Context: an optimization exercise on an open-source flow, tuned for small area, a short achievable clock period and few clock cycles per item. The choices shown serve that exercise and are no tape-out recipe. Where RTL was checked, it was by simulation tests only, not by an equivalence proof against the original. No activity file was given, so power comes from the tool's default toggle rates. The flow treats the clock pin as an ideal source, which a real chip does not have.

## delayed_event_flag_table_unit
module delayed_event_flag_table_unit (
    input  logic                              i_clk,
    input  logic                              i_rst_n,
    input  logic                              i_cfg_we,
    input  logic [defet_pkg::CFG_IDX_W-1:0]   i_cfg_idx,
    input  logic [defet_pkg::CFG_DATA_W-1:0]  i_cfg_data,
    input  logic                              i_in_valid,
    output logic                              o_in_stall,
    input  logic [1:0]                        i_func,
    input  logic [defet_pkg::ID_W-1:0]        i_event_id,
    input  logic [defet_pkg::TIME_W-1:0]      i_now_time,
    output logic                              o_out_valid,
    input  logic                              i_out_stall,
    output logic                              o_delivered,
    output logic                              o_in_range
);
export LEC_CHECK = 0
export CAP_MARGIN = 20
export CORE_MARGIN = 2
export CORE_UTILIZATION = 70
export CTS_CLUSTER_DIAMETER = 100
export CTS_CLUSTER_SIZE = 30
export SETUP_SLACK_MARGIN = 4.5
export SLEW_MARGIN = 20
create_clock -name core_clock -period 7.0 [get_ports {i_clk}]
standard.sh (not shown) runs the stock make flow with config.mk's settings and CLKGATE_MAP_FILE= SYNTH_SCRIPT=/design/flow/synth_recipe.tcl, a recipe that flattens the netlist after the stock synthesis.
==> flow/flow/run.sh <==
#!/bin/bash
# The standard layout (the standard.sh: ORFS from the standard synthesis to
# the final layout), with two changes:
#  - the port buffers are sky130_fd_sc_hd__buf_2 cells instead of the delay
#    buffers that buffer_ports picks by default;
#  - clock tree synthesis adds no dummy loads (CTS_ARGS replaces ORFS's
#    argument list, so it repeats the clustering settings of config.mk).
# ORFS's own logs stay under orfs/logs; make's output goes to flow.log.
set -euo pipefail
export BUFFER_PORTS_ARGS="-buffer_cell sky130_fd_sc_hd__buf_2"
export CTS_ARGS="-sink_clustering_enable -repair_clock_nets -dont_use_dummy_load -sink_clustering_size 30 -sink_clustering_max_diameter 100"
bash standard.sh > flow.log 2>&1
Next try:
--- a/flow/config.mk
+++ b/flow/config.mk
@@ -8,5 +8,5 @@
 export CAP_MARGIN = 20
 export CORE_MARGIN = 2
-export CORE_UTILIZATION = 70
+export CORE_UTILIZATION = 55
 export CTS_CLUSTER_DIAMETER = 100
 export CTS_CLUSTER_SIZE = 30
Effect:
- The new run passed the timing, DRC and antenna checks
- power climbs by 0.54%
- wire length came out higher by 3.9%
- worst hold slack gets worse by 0.0065 ns
- sequential cell count does not change
- die area grows by 27%
- synthesized area does not change
- clock power stays flat
- setup slack improved by 0.068 ns
- final cell count rises by 5.2%
- sequential share of layout area shrinks by 0.20 points
- global-route usage shrinks by 4.9 points
Function was not checked in any run of this note: the RTL went through the layout flow alone.

---

old:
delayed_event_flag_table_unit, a different RTL version from the one above (not shown whole).
Size: roughly 93 I/O pins, roughly 31,000 um2 of cells after synthesis.
make LEC_CHECK=0 CAP_MARGIN=20 CORE_MARGIN=2 CORE_UTILIZATION=40 SETUP_SLACK_MARGIN=4.5 SLEW_MARGIN=20 finish   # period 7.0 ns
run.sh (not shown) runs the stock make flow with config.mk's settings and CLKGATE_MAP_FILE= SYNTH_SCRIPT=/design/flow/synth_recipe.tcl, a recipe that flattens the netlist after the stock synthesis.
Stock flow here: none of the scripts above is used.
old finished every step from synthesis to the final layout, and the layout passed the timing, DRC and antenna checks.
Testbench counts of old, summed over its fixed seeds: cycles 25,683, items 24,000.
[inputs] new vs old
Settings: setting CTS_CLUSTER_DIAMETER to 100 for the first time; setting CTS_CLUSTER_SIZE to 30 for the first time.
### Flow results
In summary, new completed successfully, with a layout that passed the timing, DRC and antenna checks. On clock power share, the higher figure sits with old, not new. ~same largest buffer count on any clock path in old and new. Looking at global-route usage, new sits 0.48 points lower than old does.

---

delayed_event_flag_table_unit, a different RTL version from the one above (not shown whole).
Size: roughly 740 flip-flops.
==> flow/design.v (excerpt) <==
module delayed_event_flag_table_unit (
    input  logic                              i_clk,
    input  logic                              i_rst_n,
    input  logic                              i_cfg_we,
    input  logic [defet_pkg::CFG_IDX_W-1:0]   i_cfg_idx,
    input  logic [defet_pkg::CFG_DATA_W-1:0]  i_cfg_data,
    input  logic                              i_in_valid,
    output logic                              o_in_stall,
    input  logic [1:0]                        i_func,
    input  logic [defet_pkg::ID_W-1:0]        i_event_id,
    input  logic [defet_pkg::TIME_W-1:0]      i_now_time,
    output logic                              o_out_valid,
    input  logic                              i_out_stall,
    output logic                              o_delivered,
    output logic                              o_in_range
);
    localparam int QD  = 8;        
    localparam int CAP = QD + 1;   
    defet_pkg::t_cfg cfg;
    defet_cfg_regs u_cfg (
        .i_clk      (i_clk),
        .i_rst_n    (i_rst_n),
        .i_cfg_we   (i_cfg_we),
        .i_cfg_idx  (i_cfg_idx),
        .i_cfg_data (i_cfg_data),
        .o_cfg      (cfg)
    );
    logic       r_stall;
    logic [3:0] r_owed;
    logic       r_ov;
    logic       acc;
    logic       take;
    logic [3:0] n_owed;
    assign acc    = i_in_valid && !r_stall;
    assign take   = r_ov && !i_out_stall;
    assign n_owed = r_owed + 4'(acc) - 4'(take);
    always_ff @(posedge i_clk) begin
        if (!i_rst_n) begin
            r_owed  <= '0;
            r_stall <= 1'b0;
        end else begin
            r_owed  <= n_owed;
            r_stall <= (n_owed >= 4'(CAP));
        end
    end
    logic              in_range;
    logic              s0_v;
    logic [1:0]        s0_func;
    logic [7:0]        s0_id;
    logic [15:0]       s0_lo;
    logic              s0_inr;
    logic              s0_bs;
    logic              s0_bn;
    logic [TIME_W-1:0] s0_el;
    logic [TIME_W-1:0] r_stamp;
    logic [TIME_W-1:0] el;
    assign in_range = (i_event_id[15:8] == 8'd0);
    defet_sub_time u_el (
        .i_a    (i_now_time),
        .i_b    (r_stamp),
        .o_diff (el)
    );
    always_ff @(posedge i_clk) begin
        s0_v    <= i_rst_n && acc;
        s0_func <= i_func;
  ...
clock: 7.0 ns
lec_check: 0
cap_margin: 20
core_margin: 2
core_utilization: 40
setup_slack_margin: 4.0
slew_margin: 20
Rerun with:
SETUP_SLACK_MARGIN = 4.5   (was 4.0)
What happened: Hold slack barely changes; maximum frequency goes down slightly; die area stays the same; utilization goes up by 0.98 points; combinational power goes up by a few percent; synthesized area stays the same.
Function was not checked in any run of this note: the RTL went through the layout flow alone.

==> separate check: timing with driven ports <==
How much do the figures lean on ideal ports? The routed layouts below were timed once more, with nothing changed but the port constraints. Step 1 assumes that a clkbuf_16 drives the clock port and a buf_2 every other input. Step 2 moves the port delays by t, midway between the first and last clock arrival at a register: inputs arrive t later, outputs are due t later. That takes back most of the time a late clock gives input paths. Slacks: ideal ports / drivers / drivers and shift; pairs: ideal ports / drivers.
run	t, ns	setup slack, ns	worst data-port slew with drivers (ns)	pins driven straight from the clock port
the first run of note 1	0.651	4.381 / 4.381 / 4.048	0.05	1
the second run of note 1	0.673	4.449 / 4.449 / 3.963	0.04	1
old	0.682	4.454 / 4.389 / 3.944	0.08	1
new	0.690	4.433 / 4.368 / 3.970	0.09	1
the first run of note 3	0.671	3.912 / 3.935 / 3.264	0.09	1
the second run of note 3	0.674	3.886 / 3.911 / 3.237	0.09	1
After both steps setup and hold are still met in every run listed. The setup slack of the second run of note 3, which loses most, moves by +0.025 ns with the drivers and by -0.649 ns with both steps.
